What follows belongs to an exercise in optimizing a design on an open flow for small area, a short achievable clock period and few clock cycles per item; a production flow would make more cautious choices.
RTL that was checked went through simulation tests only; none was proved equivalent to the original.

before:
// fft8_top
module fft8_top
(
    input  logic              clk,
    input  logic              reset,
    input  logic              sample_valid_i,
    input  logic [23:0]       sample_i,
    output logic              accept_o,
    input  logic              out_ready_i,
    output logic              out_valid_o,
    output logic [31:0]       bin_o,
    output logic              complete_o
);
Settings: LEC_CHECK=0, CAP_MARGIN=20, CORE_MARGIN=2, CORE_UTILIZATION=40, SLEW_MARGIN=20; clock period 9.5 ns.
run.sh (not shown) runs the stock make flow with config.mk's settings and CLKGATE_MAP_FILE= SYNTH_SCRIPT=/design/flow/synth_recipe.tcl, a recipe that flattens the netlist after the stock synthesis.
Modified inputs, after compared to before
-- flow/design.v --
<<< before, line 119
    logic                 hv;
    logic [2:0]           c;
    logic                 sk_v;
    logic                 rdy;
    logic                 iss;
    logic                 h_free;
    assign rdy    = ~sk_v;
    assign iss    = hv & rdy & (c[1:0] == r);
    assign h_free = ~hv | (iss & (c == 3'd7));
>>> after, line 119
    logic                 hv;
    logic [2:0]           c;
    logic                 rdy;
    logic                 iss;
    logic                 h_free;
    assign rdy    = ~out_valid_o | out_ready_i;
    assign iss    = hv & rdy & (c[1:0] == r);
    assign h_free = ~hv | (iss & (c == 3'd7));
<<< before, line 210
        br = k[1] ? oi : orr;
        bi = k[1] ? orr : oi;
        wr = er + (br ^ {16{h}}) + 16'(h);
        wi = ei + (bi ^ {16{h ^ k[1]}}) + 16'(h ^ k[1]);
        if (k[0])
        begin
>>> after, line 209
        br = k[1] ? oi : orr;
        bi = k[1] ? orr : oi;
        wr = h ? er - br : er + br;
        wi = (h ^ k[1]) ? ei - bi : ei + bi;
        if (k[0])
        begin
<<< before, line 277
            hold_re <= tx;
    end
    logic [31:0] x;
    logic        send;
    logic        fire;
    logic [31:0] sk_d;
    assign x    = odd1 ? {hold_re, tx} : {w1r, w1i};
    assign send = rdy & v1;
    assign fire = out_valid_o & out_ready_i;
    always_ff @(posedge clk)
    begin
        if (reset)
        begin
            out_valid_o <= 1'b0;
            sk_v        <= 1'b0;
        end
        else if (~out_valid_o | fire)
        begin
            out_valid_o <= sk_v | send;
            sk_v        <= 1'b0;
        end
        else if (send)
            sk_v <= 1'b1;
    end
    always_ff @(posedge clk)
    begin
        if (~out_valid_o | fire)
            bin_o <= sk_v ? sk_d : x;
        if (send & out_valid_o)
            sk_d <= x;
    end
    logic [2:0] ocnt;
>>> after, line 276
            hold_re <= tx;
    end
    always_ff @(posedge clk)
    begin
        if (reset)
            out_valid_o <= 1'b0;
        else if (rdy)
            out_valid_o <= v1;
    end
    always_ff @(posedge clk)
    begin
        if (rdy)
            bin_o <= odd1 ? {hold_re, tx} : {w1r, w1i};
    end
    logic [2:0] ocnt;
<<< before, line 311
    logic       f_in;
    logic       f_out;
    assign f_in   = take & (tcnt == 3'd7);
    assign f_out  = fire & (ocnt == 3'd7);
>>> after, line 293
    logic       f_in;
    logic       f_out;
    logic       fire;
    assign fire   = out_valid_o & out_ready_i;
    assign f_in   = take & (tcnt == 3'd7);
    assign f_out  = fire & (ocnt == 3'd7);
--- outcome ---
From after to before, number of top-level pins did not move at all.
Sort before and after by wire length asc -> top: before
Taking before as the reference, in after first-pass GRT wire length flat; aggregate negative setup slack ~0 delta; routability-driven placement congestion ratio lower; area growth from synthesis to final layout lost 1.3 points; post-route worst hold slack shows a reduction of 0.0068 ns.
Number of antenna violations at the first check in global routing came out higher on after than on before.
NOTE: layout filler cell count in after falls short of that of before
No run of this note included a check of the RTL's function; only the layout flow was run.


job 101:
Another version of the RTL of fft8_top (not shown whole).
For scale: about 2600 cells after synthesis, about 63 I/O pins, about 33000 um2 of cells after synthesis.
clock: 9.5 ns
lec_check: 0
cap_margin: 20
core_margin: 2
core_utilization: 40
slew_margin: 20
#### Input delta (job 102 over job 101)
--- a/flow/design.v
+++ b/flow/design.v
@@ -29,14 +29,15 @@
     logic [2:0]         in_n;
     logic signed [11:0] ixr;
     logic signed [11:0] ixi;
     logic [2:0]         tcnt;
     logic               take;
     logic               proc;
     logic               clr;
+    logic               clr_n;
     logic               neg2;
     logic               rf;
     logic               rf_n;
     logic               iv_n;
     logic [2:0]         in_n_n;
     logic               proc_n;
     logic               load;
@@ -52,24 +53,26 @@
         if (reset)
         begin
             iv   <= 1'b0;
             tcnt <= '0;
             proc <= 1'b0;
             acc_q <= 1'b1;
             clr  <= 1'b0;
+            clr_n <= 1'b1;
             neg2 <= 1'b0;
         end
         else
         begin
             iv   <= iv_n;
             if (take)
                 tcnt <= tcnt + 1'b1;
             proc <= proc_n;
             acc_q <= ~iv_n | proc_n;
             clr  <= proc_n & (in_n_n[2:1] == 2'd0);
+            clr_n <= ~(proc_n & (in_n_n[2:1] == 2'd0));
             neg2 <= proc_n & in_n_n[1];
         end
     end
     always_ff @(posedge clk)
     begin
         if (take)
         begin
@@ -90,16 +93,24 @@
     logic signed [AW-1:0] qb_im [4];
     assign xr = proc ? AW'(ixr) : '0;
     assign xi = proc ? AW'(ixi) : '0;
     always_comb
     begin
         for (int k = 0; k < 4; k++)
         begin
-            qb_re[k] = clr ? '0 : q_re[k];
-            qb_im[k] = clr ? '0 : q_im[k];
+            if (k < 2)
+            begin
+                qb_re[k] = clr ? '0 : q_re[k];
+                qb_im[k] = clr ? '0 : q_im[k];
+            end
+            else
+            begin
+                qb_re[k] = clr_n ? q_re[k] : '0;
+                qb_im[k] = clr_n ? q_im[k] : '0;
+            end
         end
         s_re[0] = xr + qb_re[0];
         s_im[0] = xi + qb_im[0];
         s_re[1] = xr - qb_im[1];
         s_im[1] = xi + qb_re[1];
         s_re[2] = (xr ^ {AW{neg2}}) + qb_re[2] + AW'(neg2);
         s_im[2] = (xi ^ {AW{neg2}}) + qb_im[2] + AW'(neg2);
@@ -190,30 +201,34 @@
     logic signed [15:0] u;
     logic               sub_u;
     logic               ng;
     logic               sg;
     logic [1:0] kq;
     logic       subq;
     logic       is2q;
+    logic       swi;
+    logic       sgq;
     always_ff @(posedge clk)
     begin
         kq   <= r8[1:0];
         subq <= ~(r8[0] ^ r8[1]);
         is2q <= (r8[1:0] == 2'd2);
+        swi  <= c_n[2] ^ r8[1];
+        sgq  <= c_n[2] ^ (r8[1:0] == 2'd2);
     end
     assign k   = kq;
     assign h   = c[2];
     assign er  = 16'(he_re[0]);
     assign ei  = 16'(he_im[0]);
     assign orr = 16'(ho_re[0]);
     assign oi  = 16'(ho_im[0]);
     always_comb
     begin
         wr = er + (orr ^ {16{h}}) + 16'(h);
-        wi = ei + (oi ^ {16{h ^ k[1]}}) + 16'(h ^ k[1]);
+        wi = ei + (oi ^ {16{swi}}) + 16'(swi);
         if (k[0])
         begin
             oa = oi;
             ob = orr;
             te = er;
         end
         else
@@ -221,15 +236,15 @@
             oa = 16'(ho_im[1]);
             ob = 16'(ho_re[1]);
             te = 16'(he_im[1]);
         end
         sub_u = subq;
         u     = ob + (oa ^ {16{sub_u}}) + 16'(sub_u);
         ng = sub_u;
-        sg = is2q ^ h;
+        sg = sgq;
     end
     logic               v1;
     logic               odd1;
     logic signed [15:0] w1r;
     logic signed [15:0] w1i;
     logic signed [15:0] e1;
     logic signed [15:0] u1;
Results
The flow did not stop early for job 102: all stages ran, and the layout cleared the timing, design-rule and antenna checks. Job 102 — count of clock-buffer cells in the layout about 17% lower, job 101 as reference. Job 102: worst stage delay on the critical path is 90 ps lower than what job 101 reported. On count of sequential standard cells, job 102 tracks job 101 almost exactly. Diff job 101 -> job 102 | setup slack | increase of 200 ps. On number of sinks on the clock net, job 102 and job 101 are neck and neck. Job 101 has a lower clock network latency to the later pin of the worst-skew pair than job 102. Per the comparison of job 102 with job 101, area overhead of the layout relative to synthesis decreased by 0.41 points relative to the old numbers, area after synthesis higher. Final wirelength (job 102 over job 101): decrease, about 0.46%. In terms of global-route usage over all layers, job 101 and job 102 differ only marginally.
Testbench counts of job 102, summed over its fixed seeds: cycles 3,176, frames 384.
Function not checked in job 101: the RTL went through the layout flow alone.

## what the ideal ports hide
No port has a modelled driver above. Below, the same layouts with a new extraction and two added sets of constraints.
Step 1 assumes that a clkbuf_16 drives the clock port and a buf_2 every other input.
Step 2, shift: input delay + t, output delay - t, t = (earliest + latest rising clock arrival at the registers) / 2. This alone moves slack from input paths to output paths.
a / b / c = ideal / step 1 / step 2; a / b = the first two.
| run | t (ns) | setup WS [ns] | clock arrival spread, ns | worst register clock-pin slew, ns |
|---|---|---|---|---|
| before | 0.680 | 4.308 / 4.308 / 4.308 | 0.031 / 0.031 | 0.07 / 0.07 |
| after | 0.679 | 4.238 / 4.238 / 3.878 | 0.029 / 0.029 | 0.06 / 0.06 |
| job 101 | 0.667 | 5.449 / 5.480 / 4.813 | 0.027 / 0.026 | 0.06 / 0.06 |
| job 102 | 0.688 | 5.647 / 5.647 / 5.092 | 0.033 / 0.033 | 0.07 / 0.07 |
After both steps every run listed still meets setup and hold. The setup slack of job 101, which loses most, moves by +0.031 ns with the drivers and by -0.636 ns with both steps.
